This is an optimization exercise on Yosys and OpenROAD, whose aim is small area, not a production implementation.
Where RTL was checked, it was by simulation tests only, not by an equivalence proof against the original.

==> run X: inputs <==
## rob_top
module rob_top (
  input  logic                     clk,
  input  logic                     rst,
  input  logic                     write_en,
  input  logic                     read_en,
  input  logic                     update_en,
  input  logic                     commit_en,
  input  logic                     erase_en,
  input  rob_cfg_pkg::rob_index_t  update_addr,
  input  rob_cfg_pkg::rob_index_t  erase_addr,
  input  logic                     in_done,
  input  logic                     in_reg_write_en,
  input  rob_entry_pkg::reg_addr_t in_reg_addr,
  input  rob_entry_pkg::data_t     in_result,
  input  rob_entry_pkg::exc_code_t in_exc_code,
  input  rob_entry_pkg::addr_t     in_pc,
  output logic                     can_write,
  output logic                     can_read,
  output logic                     can_commit,
  output rob_cfg_pkg::rob_index_t  issue_tag,
  output rob_entry_pkg::addr_t     issue_pc,
  output rob_entry_pkg::exc_code_t issue_exc_code,
  output rob_cfg_pkg::rob_index_t  commit_tag,
  output logic                     commit_reg_write_en,
  output rob_entry_pkg::reg_addr_t commit_reg_addr,
  output rob_entry_pkg::data_t     commit_result,
  output rob_entry_pkg::exc_code_t commit_exc_code,
  output rob_entry_pkg::addr_t     commit_pc
);
clock: 5.0 ns
lec_check: 0
cap_margin: 20
core_margin: 2
core_utilization: 40
place_density: 0.6
slew_margin: 20
run.sh (not shown) runs the stock make flow with config.mk's settings and CLKGATE_MAP_FILE= SYNTH_SCRIPT=/design/flow/synth_recipe.tcl, a recipe that flattens the netlist after the stock synthesis.
==> run P: changes against run X <==
--- a/flow/design.v
+++ b/flow/design.v
@@ -37,16 +37,16 @@
   output logic                    can_write,
   output logic                    can_read,
   output logic                    can_commit,
   output rob_cfg_pkg::rob_index_t issue_tag,
   output rob_cfg_pkg::rob_index_t commit_tag,
   output logic                    ptr_wr_en,
   output rob_cfg_pkg::rob_index_t ptr_wr_index,
-  output rob_cfg_pkg::rob_index_t ptr_issue_index,
-  output rob_cfg_pkg::rob_index_t ptr_commit_index,
+  output logic [rob_cfg_pkg::rob_depth-1:0] ptr_issue_sel,
+  output logic [rob_cfg_pkg::rob_depth-1:0] ptr_commit_sel,
   input  logic                    ptr_head_done
 );
   localparam int iw = rob_cfg_pkg::rob_index_width;
   rob_cfg_pkg::rob_ptr_t head_ptr;
   rob_cfg_pkg::rob_ptr_t read_ptr;
   rob_cfg_pkg::rob_ptr_t tail_ptr;
   logic empty;
@@ -66,25 +66,40 @@
   assign can_read   = read_ptr != tail_ptr;
   assign can_commit = !empty && ptr_head_done;
   assign do_alloc  = write_en && can_write && !erase_en;
   assign do_read   = read_en && can_read;
   assign do_commit = commit_en && can_commit;
   assign ptr_wr_en    = do_alloc || update_en;
   assign ptr_wr_index = do_alloc ? tail_ptr[iw-1:0] : update_addr;
-  assign ptr_issue_index  = read_ptr[iw-1:0];
-  assign ptr_commit_index = head_ptr[iw-1:0];
   assign issue_tag        = read_ptr[iw-1:0];
   assign commit_tag       = head_ptr[iw-1:0];
   always_comb begin
     erase_wrap  = (erase_addr >= head_ptr[iw-1:0]) ? head_ptr[iw] : !head_ptr[iw];
     erase_tail  = {erase_wrap, erase_addr};
     erase_count = erase_tail - head_ptr;
     read_next   = read_ptr + rob_cfg_pkg::rob_ptr_t'(do_read);
     read_dist   = read_next - head_ptr;
     pull_back   = read_dist > erase_count;
+  end
+  rob_cfg_pkg::rob_ptr_t head_new;
+  rob_cfg_pkg::rob_ptr_t read_new;
+  always_comb begin
+    head_new = do_commit ? head_ptr + 1'b1 : head_ptr;
+    read_new = (erase_en && pull_back) ? erase_tail : read_next;
+  end
+  always_ff @(posedge clk) begin
+    for (int i = 0; i < rob_cfg_pkg::rob_depth; i++) begin
+      if (!rst) begin
+        ptr_commit_sel[i] <= (i == 0);
+        ptr_issue_sel[i]  <= (i == 0);
+      end else begin
+        ptr_commit_sel[i] <= (head_new[iw-1:0] == i[iw-1:0]);
+        ptr_issue_sel[i]  <= (read_new[iw-1:0] == i[iw-1:0]);
+      end
+    end
   end
   always_ff @(posedge clk) begin
     if (!rst) begin
       head_ptr <= '0;
     end else if (do_commit) begin
       head_ptr <= head_ptr + 1'b1;
     end
@@ -113,30 +128,42 @@
   input  logic                      clk,
   input  logic                      rst,
   input  rob_entry_pkg::rob_entry_t wr_data,
   output rob_entry_pkg::rob_entry_t issue_entry,
   output rob_entry_pkg::rob_entry_t commit_entry,
   input  logic                      ptr_wr_en,
   input  rob_cfg_pkg::rob_index_t   ptr_wr_index,
-  input  rob_cfg_pkg::rob_index_t   ptr_issue_index,
-  input  rob_cfg_pkg::rob_index_t   ptr_commit_index,
+  input  logic [rob_cfg_pkg::rob_depth-1:0] ptr_issue_sel,
+  input  logic [rob_cfg_pkg::rob_depth-1:0] ptr_commit_sel,
   output logic                      ptr_head_done
 );
-  logic [rob_entry_pkg::entry_width-1:0] entries [0:rob_cfg_pkg::rob_depth-1];
-  always_ff @(posedge clk) begin
-    if (!rst) begin
-      for (int i = 0; i < rob_cfg_pkg::rob_depth; i++) begin
-        entries[i] <= '0;
-      end
-    end else if (ptr_wr_en) begin
-      entries[ptr_wr_index] <= wr_data;
-    end
-  end
-  assign issue_entry  = entries[ptr_issue_index];
-  assign commit_entry = entries[ptr_commit_index];
+  localparam int depth = rob_cfg_pkg::rob_depth;
+  localparam int ew    = rob_entry_pkg::entry_width;
+  logic [depth-1:0][ew-1:0] entries;
+  logic [depth-1:0] wr_sel;
+  logic [depth-1:0] wr_hold;
+  always_comb begin
+    for (int i = 0; i < depth; i++) begin
+      wr_sel[i]  = ptr_wr_en && (ptr_wr_index == i[2:0]);
+      wr_hold[i] = !ptr_wr_en || (ptr_wr_index != i[2:0]);
+    end
+  end
+  always_ff @(posedge clk) begin
+    for (int i = 0; i < depth; i++) begin
+      entries[i] <= (wr_data & {ew{wr_sel[i]}}) | (entries[i] & {ew{wr_hold[i]}});
+    end
+  end
+  always_comb begin
+    issue_entry  = '0;
+    commit_entry = '0;
+    for (int i = 0; i < depth; i++) begin
+      issue_entry  = issue_entry  | (entries[i] & {ew{ptr_issue_sel[i]}});
+      commit_entry = commit_entry | (entries[i] & {ew{ptr_commit_sel[i]}});
+    end
+  end
   assign ptr_head_done = commit_entry.done;
 endmodule
 `timescale 1ns/1ps
 module rob_top (
   input  logic                     clk,
   input  logic                     rst,
   input  logic                     write_en,
@@ -166,16 +193,16 @@
   output rob_entry_pkg::addr_t     commit_pc
 );
   rob_entry_pkg::rob_entry_t wr_data;
   rob_entry_pkg::rob_entry_t issue_entry;
   rob_entry_pkg::rob_entry_t commit_entry;
   logic                    ptr_wr_en;
   rob_cfg_pkg::rob_index_t ptr_wr_index;
-  rob_cfg_pkg::rob_index_t ptr_issue_index;
-  rob_cfg_pkg::rob_index_t ptr_commit_index;
+  logic [rob_cfg_pkg::rob_depth-1:0] ptr_issue_sel;
+  logic [rob_cfg_pkg::rob_depth-1:0] ptr_commit_sel;
   logic                    ptr_head_done;
   assign wr_data.done         = in_done;
   assign wr_data.reg_write_en = in_reg_write_en;
   assign wr_data.reg_addr     = in_reg_addr;
   assign wr_data.result       = in_result;
   assign wr_data.exc_code     = in_exc_code;
   assign wr_data.pc           = in_pc;
@@ -192,28 +219,28 @@
     .can_write   (can_write),
     .can_read    (can_read),
     .can_commit  (can_commit),
     .issue_tag   (issue_tag),
     .commit_tag  (commit_tag),
     .ptr_wr_en        (ptr_wr_en),
     .ptr_wr_index     (ptr_wr_index),
-    .ptr_issue_index  (ptr_issue_index),
-    .ptr_commit_index (ptr_commit_index),
+    .ptr_issue_sel    (ptr_issue_sel),
+    .ptr_commit_sel   (ptr_commit_sel),
     .ptr_head_done    (ptr_head_done)
   );
   rob_entry_array u_entry_array (
     .clk          (clk),
     .rst          (rst),
     .wr_data      (wr_data),
     .issue_entry  (issue_entry),
     .commit_entry (commit_entry),
     .ptr_wr_en        (ptr_wr_en),
     .ptr_wr_index     (ptr_wr_index),
-    .ptr_issue_index  (ptr_issue_index),
-    .ptr_commit_index (ptr_commit_index),
+    .ptr_issue_sel    (ptr_issue_sel),
+    .ptr_commit_sel   (ptr_commit_sel),
     .ptr_head_done    (ptr_head_done)
   );
   assign issue_pc       = issue_entry.pc;
   assign issue_exc_code = issue_entry.exc_code;
   assign commit_reg_write_en = commit_entry.reg_write_en;
   assign commit_reg_addr     = commit_entry.reg_addr;
   assign commit_result       = commit_entry.result;
==> notes <==
- In run X the via count is higher than in run P, by about 10%.
- In clock skew, run P and run X hardly differ.
- In run X the synthesized area is larger than in run P, by 24%.
- Against run X, the fmax of run P is larger by 5.9%.

========
==> inputs of branch onyx <==
==> flow/design.v <==
package rob_cfg_pkg;
  localparam int rob_depth       = 8;
  localparam int rob_index_width = 3;
  typedef logic [rob_index_width-1:0] rob_index_t;
  typedef logic [rob_index_width:0] rob_ptr_t;
endpackage
package rob_entry_pkg;
  localparam int addr_width     = 32;
  localparam int data_width     = 32;
  localparam int reg_addr_width = 5;
  localparam int exc_code_width = 5;
  typedef logic [addr_width-1:0]     addr_t;
  typedef logic [data_width-1:0]     data_t;
  typedef logic [reg_addr_width-1:0] reg_addr_t;
  typedef logic [exc_code_width-1:0] exc_code_t;
  localparam int entry_width = 2 + reg_addr_width + data_width + exc_code_width + addr_width;
  typedef struct packed {
    logic      done;
    logic      reg_write_en;
    reg_addr_t reg_addr;
    data_t     result;
    exc_code_t exc_code;
    addr_t     pc;
  } rob_entry_t;
endpackage
`timescale 1ns/1ps
module rob_ptr_ctrl (
  input  logic                    clk,
  input  logic                    rst,
  input  logic                    write_en,
  input  logic                    read_en,
  input  logic                    commit_en,
  input  logic                    update_en,
  input  logic                    erase_en,
  input  rob_cfg_pkg::rob_index_t update_addr,
  input  rob_cfg_pkg::rob_index_t erase_addr,
  output logic                    can_write,
  output logic                    can_read,
  output logic                    can_commit,
  output rob_cfg_pkg::rob_index_t issue_tag,
  output rob_cfg_pkg::rob_index_t commit_tag,
  output logic [rob_cfg_pkg::rob_depth-1:0] ptr_wr_sel,
  output logic [rob_cfg_pkg::rob_depth-1:0] ptr_wr_hold,
  output logic [rob_cfg_pkg::rob_depth-1:0] ptr_issue_sel,
  output logic [rob_cfg_pkg::rob_depth-1:0] ptr_commit_sel,
  input  logic                    ptr_head_done
);
  localparam int iw    = rob_cfg_pkg::rob_index_width;
  localparam int depth = rob_cfg_pkg::rob_depth;
  rob_cfg_pkg::rob_index_t head;
  rob_cfg_pkg::rob_index_t tail;
  rob_cfg_pkg::rob_index_t rdp;
  logic                    full;
  logic                    all_issued;
  logic empty;
  logic do_alloc;
  logic do_read;
  logic do_commit;
  logic wr_en;
  rob_cfg_pkg::rob_index_t wr_index;
  rob_cfg_pkg::rob_index_t rd_inc;
  rob_cfg_pkg::rob_index_t issued;      
  rob_cfg_pkg::rob_index_t keep;        
  logic [iw:0]             issued_nx;   
  logic                    all_full;    
  logic                    pull_back;   
  logic                    reach_cut;   
  assign empty      = (head == tail) && !full;
  assign can_write  = !full;
  assign can_read   = !all_issued;
  assign can_commit = !empty && ptr_head_done;
  assign do_alloc  = write_en && !full && !erase_en;
  assign do_read   = read_en && !all_issued;
  assign do_commit = commit_en && can_commit;
  assign wr_en    = do_alloc || update_en;
  assign wr_index = do_alloc ? tail : update_addr;
  assign issue_tag  = rdp;
  assign commit_tag = head;
  always_comb begin
    for (int i = 0; i < depth; i++) begin
      ptr_wr_sel[i]     = wr_en && (wr_index == i[iw-1:0]);
      ptr_wr_hold[i]    = !ptr_wr_sel[i];
      ptr_issue_sel[i]  = (rdp == i[iw-1:0]);
      ptr_commit_sel[i] = (head == i[iw-1:0]);
    end
  end
  always_comb begin
    rd_inc    = rdp + rob_cfg_pkg::rob_index_t'(do_read);
    issued    = rdp - head;
    keep      = erase_addr - head;
    all_full  = full && all_issued;
    issued_nx = {1'b0, issued} + {{iw{1'b0}}, do_read};
    pull_back = all_full || (issued_nx > {1'b0, keep});
    reach_cut = all_full || (issued_nx >= {1'b0, keep});
  end
  always_ff @(posedge clk) begin
    if (!rst) begin
      head       <= '0;
      tail       <= '0;
      rdp        <= '0;
      full       <= 1'b0;
      all_issued <= 1'b1;
    end else begin
      head <= head + rob_cfg_pkg::rob_index_t'(do_commit);
      if (erase_en) begin
        tail       <= erase_addr;
        rdp        <= pull_back ? erase_addr : rd_inc;
        full       <= 1'b0;
        all_issued <= reach_cut;
      end else begin
        tail       <= tail + rob_cfg_pkg::rob_index_t'(do_alloc);
        rdp        <= rd_inc;
        full       <= !do_commit && (full || (do_alloc && (tail + 1'b1 == head)));
        all_issued <= all_issued ? !do_alloc : (do_read && !do_alloc && (rd_inc == tail));
      end
    end
  end
endmodule
`timescale 1ns/1ps
module rob_slot #(
  parameter int W = 76
) (
  input  logic         clk,
  input  logic [W-1:0] d,
  input  logic         sel,
  input  logic         hold,
  output logic [W-1:0] q
);
  always_ff @(posedge clk) begin
    q <= (d & {W{sel}}) | (q & {W{hold}});
  end
endmodule
module rob_aoi222 #(
  parameter int W = 76
) (
  input  logic [W-1:0] a,
  input  logic [W-1:0] b,
  input  logic [W-1:0] c,
  input  logic         sa,
  input  logic         sb,
  input  logic         sc,
  output logic [W-1:0] y
);
  assign y = ~((a & {W{sa}}) | (b & {W{sb}}) | (c & {W{sc}}));
endmodule
module rob_aoi22 #(
  parameter int W = 76
) (
  input  logic [W-1:0] a,
  input  logic [W-1:0] b,
  input  logic         sa,
  input  logic         sb,
  output logic [W-1:0] y
);
  assign y = ~((a & {W{sa}}) | (b & {W{sb}}));
endmodule
module rob_fin (
  input  logic y0,
  input  logic y1,
  input  logic a,
  input  logic b,
  input  logic sa,
  input  logic sb,
  output logic y
);
  assign y = ~(y0 & y1 & ~((a & sa) | (b & sb)));
endmodule
module rob_nand3 #(
  parameter int W = 76
) (
  input  logic [W-1:0] a,
  input  logic [W-1:0] b,
  input  logic [W-1:0] c,
  output logic [W-1:0] y
);
  assign y = ~(a & b & c);
endmodule
module rob_rd_mux #(
  parameter int W = 76
) (
  input  logic [7:0][W-1:0] e,
  input  logic [7:0]        sel,
  output logic [W-1:0]      y
);
  for (genvar b = 0; b < W; b++) begin : g_bit
    logic y0, y1, y2;
    rob_aoi222 #(.W(1)) u_g0 (.a(e[0][b]), .b(e[1][b]), .c(e[2][b]), .sa(sel[0]), .sb(sel[1]), .sc(sel[2]), .y(y0));
    rob_aoi222 #(.W(1)) u_g1 (.a(e[3][b]), .b(e[4][b]), .c(e[5][b]), .sa(sel[3]), .sb(sel[4]), .sc(sel[5]), .y(y1));
    rob_fin u_or (.y0(y0), .y1(y1), .a(e[6][b]), .b(e[7][b]), .sa(sel[6]), .sb(sel[7]), .y(y[b]));
  end
endmodule
module rob_entry_array (
  input  logic                      clk,
  input  logic                      rst,
  input  rob_entry_pkg::rob_entry_t wr_data,
  output rob_entry_pkg::rob_entry_t issue_entry,
  output rob_entry_pkg::rob_entry_t commit_entry,
  input  logic [rob_cfg_pkg::rob_depth-1:0] ptr_wr_sel,
  input  logic [rob_cfg_pkg::rob_depth-1:0] ptr_wr_hold,
  input  logic [rob_cfg_pkg::rob_depth-1:0] ptr_issue_sel,
  input  logic [rob_cfg_pkg::rob_depth-1:0] ptr_commit_sel,
  output logic                      ptr_head_done
);
  localparam int depth = rob_cfg_pkg::rob_depth;
  localparam int ew    = rob_entry_pkg::entry_width;
  localparam int iw    = rob_entry_pkg::exc_code_width + rob_entry_pkg::addr_width;
  logic [depth-1:0][ew-1:0] entries;
  logic [depth-1:0][iw-1:0] issue_words;
  logic [iw-1:0]            issue_low;
  for (genvar i = 0; i < depth; i++) begin : g_slot
    rob_slot #(.W(ew)) u_slot (
      .clk  (clk),
      .d    (wr_data),
      .sel  (ptr_wr_sel[i]),
      .hold (ptr_wr_hold[i]),
      .q    (entries[i])
    );
    assign issue_words[i] = entries[i][iw-1:0];
  end
  rob_rd_mux #(.W(ew)) u_commit_mux (.e(entries),     .sel(ptr_commit_sel), .y(commit_entry));
  rob_rd_mux #(.W(iw)) u_issue_mux  (.e(issue_words), .sel(ptr_issue_sel),  .y(issue_low));
  always_comb begin
    issue_entry          = '0;
    issue_entry.exc_code = issue_low[iw-1:rob_entry_pkg::addr_width];
    issue_entry.pc       = issue_low[rob_entry_pkg::addr_width-1:0];
  end
  assign ptr_head_done = commit_entry.done;
endmodule
`timescale 1ns/1ps
module rob_top (
  input  logic                     clk,
  input  logic                     rst,
  input  logic                     write_en,
  input  logic                     read_en,
  input  logic                     update_en,
  input  logic                     commit_en,
  input  logic                     erase_en,
  input  rob_cfg_pkg::rob_index_t  update_addr,
  input  rob_cfg_pkg::rob_index_t  erase_addr,
  input  logic                     in_done,
  input  logic                     in_reg_write_en,
  input  rob_entry_pkg::reg_addr_t in_reg_addr,
  input  rob_entry_pkg::data_t     in_result,
  input  rob_entry_pkg::exc_code_t in_exc_code,
  input  rob_entry_pkg::addr_t     in_pc,
  output logic                     can_write,
  output logic                     can_read,
  output logic                     can_commit,
  output rob_cfg_pkg::rob_index_t  issue_tag,
  output rob_entry_pkg::addr_t     issue_pc,
  output rob_entry_pkg::exc_code_t issue_exc_code,
  output rob_cfg_pkg::rob_index_t  commit_tag,
  output logic                     commit_reg_write_en,
  output rob_entry_pkg::reg_addr_t commit_reg_addr,
  output rob_entry_pkg::data_t     commit_result,
  output rob_entry_pkg::exc_code_t commit_exc_code,
  output rob_entry_pkg::addr_t     commit_pc
);
  rob_entry_pkg::rob_entry_t wr_data;
  rob_entry_pkg::rob_entry_t issue_entry;
  rob_entry_pkg::rob_entry_t commit_entry;
  logic [rob_cfg_pkg::rob_depth-1:0] ptr_wr_sel;
  logic [rob_cfg_pkg::rob_depth-1:0] ptr_wr_hold;
  logic [rob_cfg_pkg::rob_depth-1:0] ptr_issue_sel;
  logic [rob_cfg_pkg::rob_depth-1:0] ptr_commit_sel;
  logic                    ptr_head_done;
  assign wr_data.done         = in_done;
  assign wr_data.reg_write_en = in_reg_write_en;
  assign wr_data.reg_addr     = in_reg_addr;
  assign wr_data.result       = in_result;
  assign wr_data.exc_code     = in_exc_code;
  assign wr_data.pc           = in_pc;
  rob_ptr_ctrl u_ptr_ctrl (
    .clk         (clk),
    .rst         (rst),
    .write_en    (write_en),
    .read_en     (read_en),
    .commit_en   (commit_en),
    .update_en   (update_en),
    .erase_en    (erase_en),
    .update_addr (update_addr),
    .erase_addr  (erase_addr),
    .can_write   (can_write),
    .can_read    (can_read),
    .can_commit  (can_commit),
    .issue_tag   (issue_tag),
    .commit_tag  (commit_tag),
    .ptr_wr_sel       (ptr_wr_sel),
    .ptr_wr_hold      (ptr_wr_hold),
    .ptr_issue_sel    (ptr_issue_sel),
    .ptr_commit_sel   (ptr_commit_sel),
    .ptr_head_done    (ptr_head_done)
  );
  rob_entry_array u_entry_array (
    .clk          (clk),
    .rst          (rst),
    .wr_data      (wr_data),
    .issue_entry  (issue_entry),
    .commit_entry (commit_entry),
    .ptr_wr_sel       (ptr_wr_sel),
    .ptr_wr_hold      (ptr_wr_hold),
    .ptr_issue_sel    (ptr_issue_sel),
    .ptr_commit_sel   (ptr_commit_sel),
    .ptr_head_done    (ptr_head_done)
  );
  assign issue_pc       = issue_entry.pc;
  assign issue_exc_code = issue_entry.exc_code;
  assign commit_reg_write_en = commit_entry.reg_write_en;
  assign commit_reg_addr     = commit_entry.reg_addr;
  assign commit_result       = commit_entry.result;
  assign commit_exc_code     = commit_entry.exc_code;
  assign commit_pc           = commit_entry.pc;
endmodule
==> flow/flow/run.sh <==
#!/bin/bash
# the standard layout, with two changes:
#  - ports are buffered with the smallest buffer instead of clkdlybuf4s50_1
#  - clock tree: large sink clusters on clkbuf_16, no dummy loads
export BUFFER_PORTS_ARGS="-buffer_cell sky130_fd_sc_hd__buf_1"
export CTS_ARGS="-sink_clustering_enable -repair_clock_nets -dont_use_dummy_load -sink_clustering_size 34 -sink_clustering_max_diameter 80 -buf_list sky130_fd_sc_hd__clkbuf_16"
bash standard.sh > standard.log 2>&1
==> flow/standard.sh <==
#!/bin/bash
# synth_recipe.tcl (not shown) runs the flow's synth.tcl, then flattens the netlist and writes it again
# the make line also repeats each setting of config.mk as NAME=value (left out here)
make -C /OpenROAD-flow-scripts/flow DESIGN_CONFIG=/design/flow/config.mk WORK_HOME=/design/flow/orfs CLKGATE_MAP_FILE= SYNTH_SCRIPT=/design/flow/synth_recipe.tcl "${@:-finish}"
==> flow/config.mk <==
export PLATFORM = sky130hd
export DESIGN_NAME = rob_top
export DESIGN_NICKNAME = rob_top
export VERILOG_FILES = /design/flow/design.v
export SDC_FILE = /design/flow/constraint.sdc
export NUM_CORES = 4
export LEC_CHECK = 0
export CAP_MARGIN = 5
export CORE_MARGIN = 2
export CORE_UTILIZATION = 70
export PLACE_DENSITY = 0.8
export SLEW_MARGIN = 5
export SYNTH_HIERARCHICAL = 1
==> flow/constraint.sdc <==
create_clock -name core_clock -period 5.0 [get_ports {clk}]
set_input_delay 1.0000 -clock core_clock [delete_from_list [all_inputs] [get_ports {clk}]]
set_output_delay 1.0000 -clock core_clock [all_outputs]
set_load 0.01 [all_outputs]
==> inputs of branch amber, as changes to branch onyx <==
--- a/flow/design.v
+++ b/flow/design.v
@@ -47,72 +47,73 @@
 );
   localparam int iw    = rob_cfg_pkg::rob_index_width;
   localparam int depth = rob_cfg_pkg::rob_depth;
-  rob_cfg_pkg::rob_index_t head;
-  rob_cfg_pkg::rob_index_t tail;
-  rob_cfg_pkg::rob_index_t rdp;
-  logic                    full;
-  logic                    all_issued;
+  rob_cfg_pkg::rob_ptr_t head_ptr;
+  rob_cfg_pkg::rob_ptr_t read_ptr;
+  rob_cfg_pkg::rob_ptr_t tail_ptr;
   logic empty;
+  logic full;
   logic do_alloc;
   logic do_read;
   logic do_commit;
-  logic wr_en;
+  rob_cfg_pkg::rob_ptr_t   read_next;
+  rob_cfg_pkg::rob_ptr_t   erase_tail;
+  rob_cfg_pkg::rob_ptr_t   erase_count;
+  rob_cfg_pkg::rob_ptr_t   read_dist;
   rob_cfg_pkg::rob_index_t wr_index;
-  rob_cfg_pkg::rob_index_t rd_inc;
-  rob_cfg_pkg::rob_index_t issued;      
-  rob_cfg_pkg::rob_index_t keep;        
-  logic [iw:0]             issued_nx;   
-  logic                    all_full;    
-  logic                    pull_back;   
-  logic                    reach_cut;   
-  assign empty      = (head == tail) && !full;
+  logic                    wr_en;
+  logic                    erase_wrap;
+  logic                    pull_back;
+  assign empty      = head_ptr == tail_ptr;
+  assign full       = (head_ptr[iw-1:0] == tail_ptr[iw-1:0]) && (head_ptr[iw] != tail_ptr[iw]);
   assign can_write  = !full;
-  assign can_read   = !all_issued;
+  assign can_read   = read_ptr != tail_ptr;
   assign can_commit = !empty && ptr_head_done;
-  assign do_alloc  = write_en && !full && !erase_en;
-  assign do_read   = read_en && !all_issued;
+  assign do_alloc  = write_en && can_write && !erase_en;
+  assign do_read   = read_en && can_read;
   assign do_commit = commit_en && can_commit;
   assign wr_en    = do_alloc || update_en;
-  assign wr_index = do_alloc ? tail : update_addr;
-  assign issue_tag  = rdp;
-  assign commit_tag = head;
+  assign wr_index = do_alloc ? tail_ptr[iw-1:0] : update_addr;
+  assign issue_tag  = read_ptr[iw-1:0];
+  assign commit_tag = head_ptr[iw-1:0];
   always_comb begin
     for (int i = 0; i < depth; i++) begin
       ptr_wr_sel[i]     = wr_en && (wr_index == i[iw-1:0]);
       ptr_wr_hold[i]    = !ptr_wr_sel[i];
-      ptr_issue_sel[i]  = (rdp == i[iw-1:0]);
-      ptr_commit_sel[i] = (head == i[iw-1:0]);
+      ptr_issue_sel[i]  = (read_ptr[iw-1:0] == i[iw-1:0]);
+      ptr_commit_sel[i] = (head_ptr[iw-1:0] == i[iw-1:0]);
     end
   end
   always_comb begin
-    rd_inc    = rdp + rob_cfg_pkg::rob_index_t'(do_read);
-    issued    = rdp - head;
-    keep      = erase_addr - head;
-    all_full  = full && all_issued;
-    issued_nx = {1'b0, issued} + {{iw{1'b0}}, do_read};
-    pull_back = all_full || (issued_nx > {1'b0, keep});
-    reach_cut = all_full || (issued_nx >= {1'b0, keep});
+    erase_wrap  = (erase_addr >= head_ptr[iw-1:0]) ? head_ptr[iw] : !head_ptr[iw];
+    erase_tail  = {erase_wrap, erase_addr};
+    erase_count = erase_tail - head_ptr;
+    read_next   = read_ptr + rob_cfg_pkg::rob_ptr_t'(do_read);
+    read_dist   = read_next - head_ptr;
+    pull_back   = read_dist > erase_count;
   end
   always_ff @(posedge clk) begin
     if (!rst) begin
-      head       <= '0;
-      tail       <= '0;
-      rdp        <= '0;
-      full       <= 1'b0;
-      all_issued <= 1'b1;
+      head_ptr <= '0;
+    end else if (do_commit) begin
+      head_ptr <= head_ptr + 1'b1;
+    end
+  end
+  always_ff @(posedge clk) begin
+    if (!rst) begin
+      read_ptr <= '0;
+    end else if (erase_en && pull_back) begin
+      read_ptr <= erase_tail;
     end else begin
-      head <= head + rob_cfg_pkg::rob_index_t'(do_commit);
-      if (erase_en) begin
-        tail       <= erase_addr;
-        rdp        <= pull_back ? erase_addr : rd_inc;
-        full       <= 1'b0;
-        all_issued <= reach_cut;
-      end else begin
-        tail       <= tail + rob_cfg_pkg::rob_index_t'(do_alloc);
-        rdp        <= rd_inc;
-        full       <= !do_commit && (full || (do_alloc && (tail + 1'b1 == head)));
-        all_issued <= all_issued ? !do_alloc : (do_read && !do_alloc && (rd_inc == tail));
-      end
+      read_ptr <= read_next;
+    end
+  end
+  always_ff @(posedge clk) begin
+    if (!rst) begin
+      tail_ptr <= '0;
+    end else if (erase_en) begin
+      tail_ptr <= erase_tail;
+    end else if (do_alloc) begin
+      tail_ptr <= tail_ptr + 1'b1;
     end
   end
 endmodule
==> flow/run.sh (new file) <==
#!/bin/bash
# synth_recipe.tcl (not shown) runs the flow's synth.tcl, then flattens the netlist and writes it again
# the make line also repeats each setting of config.mk as NAME=value (left out here)
make -C /OpenROAD-flow-scripts/flow DESIGN_CONFIG=/design/flow/config.mk WORK_HOME=/design/flow/orfs CLKGATE_MAP_FILE= SYNTH_SCRIPT=/design/flow/synth_recipe.tcl finish
==> flow/config.mk (replaced) <==
export PLATFORM = sky130hd
export DESIGN_NAME = rob_top
export DESIGN_NICKNAME = rob_top
export VERILOG_FILES = /design/flow/design.v
export SDC_FILE = /design/flow/constraint.sdc
export NUM_CORES = 4
export LEC_CHECK = 0
export CAP_MARGIN = 20
export CORE_MARGIN = 2
export CORE_UTILIZATION = 40
export PLACE_DENSITY = 0.6
export SLEW_MARGIN = 20
export SYNTH_HIERARCHICAL = 1
removed: flow/flow/run.sh
removed: flow/standard.sh
==> inputs of branch sierra, as changes to branch onyx <==
--- a/flow/design.v
+++ b/flow/design.v
@@ -47,72 +47,73 @@
 );
   localparam int iw    = rob_cfg_pkg::rob_index_width;
   localparam int depth = rob_cfg_pkg::rob_depth;
-  rob_cfg_pkg::rob_index_t head;
-  rob_cfg_pkg::rob_index_t tail;
-  rob_cfg_pkg::rob_index_t rdp;
-  logic                    full;
-  logic                    all_issued;
+  rob_cfg_pkg::rob_ptr_t head_ptr;
+  rob_cfg_pkg::rob_ptr_t read_ptr;
+  rob_cfg_pkg::rob_ptr_t tail_ptr;
   logic empty;
+  logic full;
   logic do_alloc;
   logic do_read;
   logic do_commit;
-  logic wr_en;
+  rob_cfg_pkg::rob_ptr_t   read_next;
+  rob_cfg_pkg::rob_ptr_t   erase_tail;
+  rob_cfg_pkg::rob_ptr_t   erase_count;
+  rob_cfg_pkg::rob_ptr_t   read_dist;
   rob_cfg_pkg::rob_index_t wr_index;
-  rob_cfg_pkg::rob_index_t rd_inc;
-  rob_cfg_pkg::rob_index_t issued;      
-  rob_cfg_pkg::rob_index_t keep;        
-  logic [iw:0]             issued_nx;   
-  logic                    all_full;    
-  logic                    pull_back;   
-  logic                    reach_cut;   
-  assign empty      = (head == tail) && !full;
+  logic                    wr_en;
+  logic                    erase_wrap;
+  logic                    pull_back;
+  assign empty      = head_ptr == tail_ptr;
+  assign full       = (head_ptr[iw-1:0] == tail_ptr[iw-1:0]) && (head_ptr[iw] != tail_ptr[iw]);
   assign can_write  = !full;
-  assign can_read   = !all_issued;
+  assign can_read   = read_ptr != tail_ptr;
   assign can_commit = !empty && ptr_head_done;
-  assign do_alloc  = write_en && !full && !erase_en;
-  assign do_read   = read_en && !all_issued;
+  assign do_alloc  = write_en && can_write && !erase_en;
+  assign do_read   = read_en && can_read;
   assign do_commit = commit_en && can_commit;
   assign wr_en    = do_alloc || update_en;
-  assign wr_index = do_alloc ? tail : update_addr;
-  assign issue_tag  = rdp;
-  assign commit_tag = head;
+  assign wr_index = do_alloc ? tail_ptr[iw-1:0] : update_addr;
+  assign issue_tag  = read_ptr[iw-1:0];
+  assign commit_tag = head_ptr[iw-1:0];
   always_comb begin
     for (int i = 0; i < depth; i++) begin
       ptr_wr_sel[i]     = wr_en && (wr_index == i[iw-1:0]);
       ptr_wr_hold[i]    = !ptr_wr_sel[i];
-      ptr_issue_sel[i]  = (rdp == i[iw-1:0]);
-      ptr_commit_sel[i] = (head == i[iw-1:0]);
+      ptr_issue_sel[i]  = (read_ptr[iw-1:0] == i[iw-1:0]);
+      ptr_commit_sel[i] = (head_ptr[iw-1:0] == i[iw-1:0]);
     end
   end
   always_comb begin
-    rd_inc    = rdp + rob_cfg_pkg::rob_index_t'(do_read);
-    issued    = rdp - head;
-    keep      = erase_addr - head;
-    all_full  = full && all_issued;
-    issued_nx = {1'b0, issued} + {{iw{1'b0}}, do_read};
-    pull_back = all_full || (issued_nx > {1'b0, keep});
-    reach_cut = all_full || (issued_nx >= {1'b0, keep});
+    erase_wrap  = (erase_addr >= head_ptr[iw-1:0]) ? head_ptr[iw] : !head_ptr[iw];
+    erase_tail  = {erase_wrap, erase_addr};
+    erase_count = erase_tail - head_ptr;
+    read_next   = read_ptr + rob_cfg_pkg::rob_ptr_t'(do_read);
+    read_dist   = read_next - head_ptr;
+    pull_back   = read_dist > erase_count;
   end
   always_ff @(posedge clk) begin
     if (!rst) begin
-      head       <= '0;
-      tail       <= '0;
-      rdp        <= '0;
-      full       <= 1'b0;
-      all_issued <= 1'b1;
+      head_ptr <= '0;
+    end else if (do_commit) begin
+      head_ptr <= head_ptr + 1'b1;
+    end
+  end
+  always_ff @(posedge clk) begin
+    if (!rst) begin
+      read_ptr <= '0;
+    end else if (erase_en && pull_back) begin
+      read_ptr <= erase_tail;
     end else begin
-      head <= head + rob_cfg_pkg::rob_index_t'(do_commit);
-      if (erase_en) begin
-        tail       <= erase_addr;
-        rdp        <= pull_back ? erase_addr : rd_inc;
-        full       <= 1'b0;
-        all_issued <= reach_cut;
-      end else begin
-        tail       <= tail + rob_cfg_pkg::rob_index_t'(do_alloc);
-        rdp        <= rd_inc;
-        full       <= !do_commit && (full || (do_alloc && (tail + 1'b1 == head)));
-        all_issued <= all_issued ? !do_alloc : (do_read && !do_alloc && (rd_inc == tail));
-      end
+      read_ptr <= read_next;
+    end
+  end
+  always_ff @(posedge clk) begin
+    if (!rst) begin
+      tail_ptr <= '0;
+    end else if (erase_en) begin
+      tail_ptr <= erase_tail;
+    end else if (do_alloc) begin
+      tail_ptr <= tail_ptr + 1'b1;
     end
   end
 endmodule
==> flow/flow/run.sh (replaced) <==
#!/bin/bash
# the standard layout, with two changes:
#  - ports are buffered with the smallest buffer instead of clkdlybuf4s50_1
#  - clock tree: large sink clusters on clkbuf_16, no dummy loads
export BUFFER_PORTS_ARGS="-buffer_cell sky130_fd_sc_hd__buf_1"
export CTS_ARGS="-sink_clustering_enable -repair_clock_nets -dont_use_dummy_load -sink_clustering_size 30 -sink_clustering_max_diameter 80 -buf_list sky130_fd_sc_hd__clkbuf_16"
bash standard.sh > standard.log 2>&1
==> flow/config.mk (replaced) <==
export PLATFORM = sky130hd
export DESIGN_NAME = rob_top
export DESIGN_NICKNAME = rob_top
export VERILOG_FILES = /design/flow/design.v
export SDC_FILE = /design/flow/constraint.sdc
export NUM_CORES = 4
export LEC_CHECK = 0
export CAP_MARGIN = 20
export CORE_MARGIN = 2
export CORE_UTILIZATION = 60
export PLACE_DENSITY = 0.7
export SLEW_MARGIN = 20
export SYNTH_HIERARCHICAL = 1
==> inputs of branch maple, as changes to branch onyx <==
==> flow/flow/run.sh (replaced) <==
#!/bin/bash
# the standard layout, with two changes:
#  - ports are buffered with the smallest buffer instead of clkdlybuf4s50_1
#  - clock tree: large sink clusters on clkbuf_16, no dummy loads
export BUFFER_PORTS_ARGS="-buffer_cell sky130_fd_sc_hd__buf_1"
export CTS_ARGS="-sink_clustering_enable -repair_clock_nets -dont_use_dummy_load -sink_clustering_size 30 -sink_clustering_max_diameter 80 -buf_list sky130_fd_sc_hd__clkbuf_16"
bash standard.sh > standard.log 2>&1
--- a/flow/config.mk
+++ b/flow/config.mk
@@ -7,7 +7,7 @@
 export LEC_CHECK = 0
 export CAP_MARGIN = 5
 export CORE_MARGIN = 2
-export CORE_UTILIZATION = 70
-export PLACE_DENSITY = 0.8
+export CORE_UTILIZATION = 60
+export PLACE_DENSITY = 0.7
 export SLEW_MARGIN = 5
 export SYNTH_HIERARCHICAL = 1
==> flow_summary.yaml <==
run_status:
  outcome: "complete, no violations"
synth:
  avgSynthCellArea_um2: 12.0
  synth_cells: 1955
route:
  dr_wl_met2_um: 35600
  wl_met3_um: 7640
  drt_pass1_iterations: 15
hold_path:
  hold_end: "u_entry_array.g_slot[3].u_slot.q[48]$_DFF_P_"
power_and_ir_drop:
  pg_comb_uw: 3340
global_route:
  use_met2_pct: 57.1
floorplanning:
  core_um2: 38600
finish:
  final-clk-cell-share_pct: 2.88
Source of the figures above: branch maple

==> flow_summary.yaml <==
run_status:
  outcome: "complete, no violations"
clock_tree:
  clockBufferDepth: 3
synth:
  synth_cells: 1985
  avgSynthCellArea_um2: 11.9
global_route:
  use_met2_pct: 42.6
finish:
  multi_input_area_um2: 10300
  final-clk-cell-share_pct: 7.91
worst_setup_path:
  critical_path.endpoint_type: "output pin"
  crit_type: "flop to output pin"
floorplanning:
  core_um2: 58800
route:
  drt_pass1_iterations: 12
  wl_met3_um: 10700
  dr_wl_met2_um: 39500
placed_design:
  place_ws_ns: 0.842
power_and_ir_drop:
  pg_comb_uw: 4900
hold_path:
  hold_end: "u_entry_array.g_slot[0].u_slot.q[39]$_DFF_P_"
sta:
  hold_slack_ns: 0.470
Source of the figures above: branch amber

==> flow_summary.yaml <==
finish:
  multi_input_gates: 1203
  seq_cell_count: 620
  final.fill_count: 3080
  final-clk-cell-share_pct: 2.75
route:
  drt_pass1_iterations: 11
  dr_wl_met2_um: 35300
worst_setup_path:
  critPathRequiredTime_ns: 4.00
  max_stage_delay_ns: 0.72
power_and_ir_drop:
  pg_comb_uw: 4040
synth:
  synth_cells: 1985
floorplanning:
  core_um2: 38800
clock_tree:
  cts_post_setup_buffers_inserted: 0
  cts_sinks: 620
global_route:
  grt_pass1_vias: 19800
  use_met2_pct: 57.0
hold_path:
  hold_end: "u_entry_array.g_slot[4].u_slot.q[46]$_DFF_P_"
run_status:
  outcome: "complete, no violations"
Source of the figures above: branch sierra

==> flow_summary.yaml <==
run_status:
  outcome: "complete, no violations"
floorplanning:
  core_um2: 32700
route:
  dr_wl_met2_um: 33000
  wl_met3_um: 9130
  drt_pass1_iterations: 13
finish:
  final-clk-cell-share_pct: 2.50
  layout.cells.non_filler: 2535
  syn_to_final_growth_pct: 6.66
hold_path:
  hold_end: "u_entry_array.g_slot[5].u_slot.q[48]$_DFF_P_"
synth:
  synth_cells: 1955
  avgSynthCellArea_um2: 12.0
global_route:
  use_met2_pct: 62.7
power_and_ir_drop:
  pg_comb_uw: 3320
Source of the figures above: branch onyx

For branch onyx and branch maple, only the layout was checked, not whether the RTL still works.

==> afterwards: timing with drivers on the ports <==
No port has a modelled driver above. Below, the same layouts with a new extraction and two added sets of constraints.
Step 1 assumes that a clkbuf_16 drives the clock port and a buf_2 every other input.
Step 2 times the ports against the registers' clock, not the clock port: input delays grow and output delays shrink by t, the midpoint of the rising clock arrivals with the driver on.
Slacks: no drivers / after step 1 / after step 2; pairs: no drivers / after step 1.
run	t (ns)	setup WS [ns]	worst register clock-pin slew, ns	worst data-port slew with drivers (ns)	cell pins on the clock port's net
run X	0.655	0.604 / 0.544 / 0.758	0.06 / 0.06	0.13	1
run P	0.649	0.849 / 0.849 / 0.399	0.06 / 0.06	0.10	1
branch onyx	0.613	0.568 / 0.511 / 1.057	0.12 / 0.12	0.11	1
branch amber	0.651	0.271 / 0.209 / 0.805	0.07 / 0.07	0.13	1
branch sierra	0.651	0.649 / 0.590 / 1.108	0.11 / 0.11	0.10	1
branch maple	0.645	0.655 / 0.595 / 0.953	0.11 / 0.11	0.10	1
After both steps every run listed still meets setup and hold. For run P, which loses most, drivers alone change the setup slack by 0.000 ns; drivers and shift together by -0.450 ns.
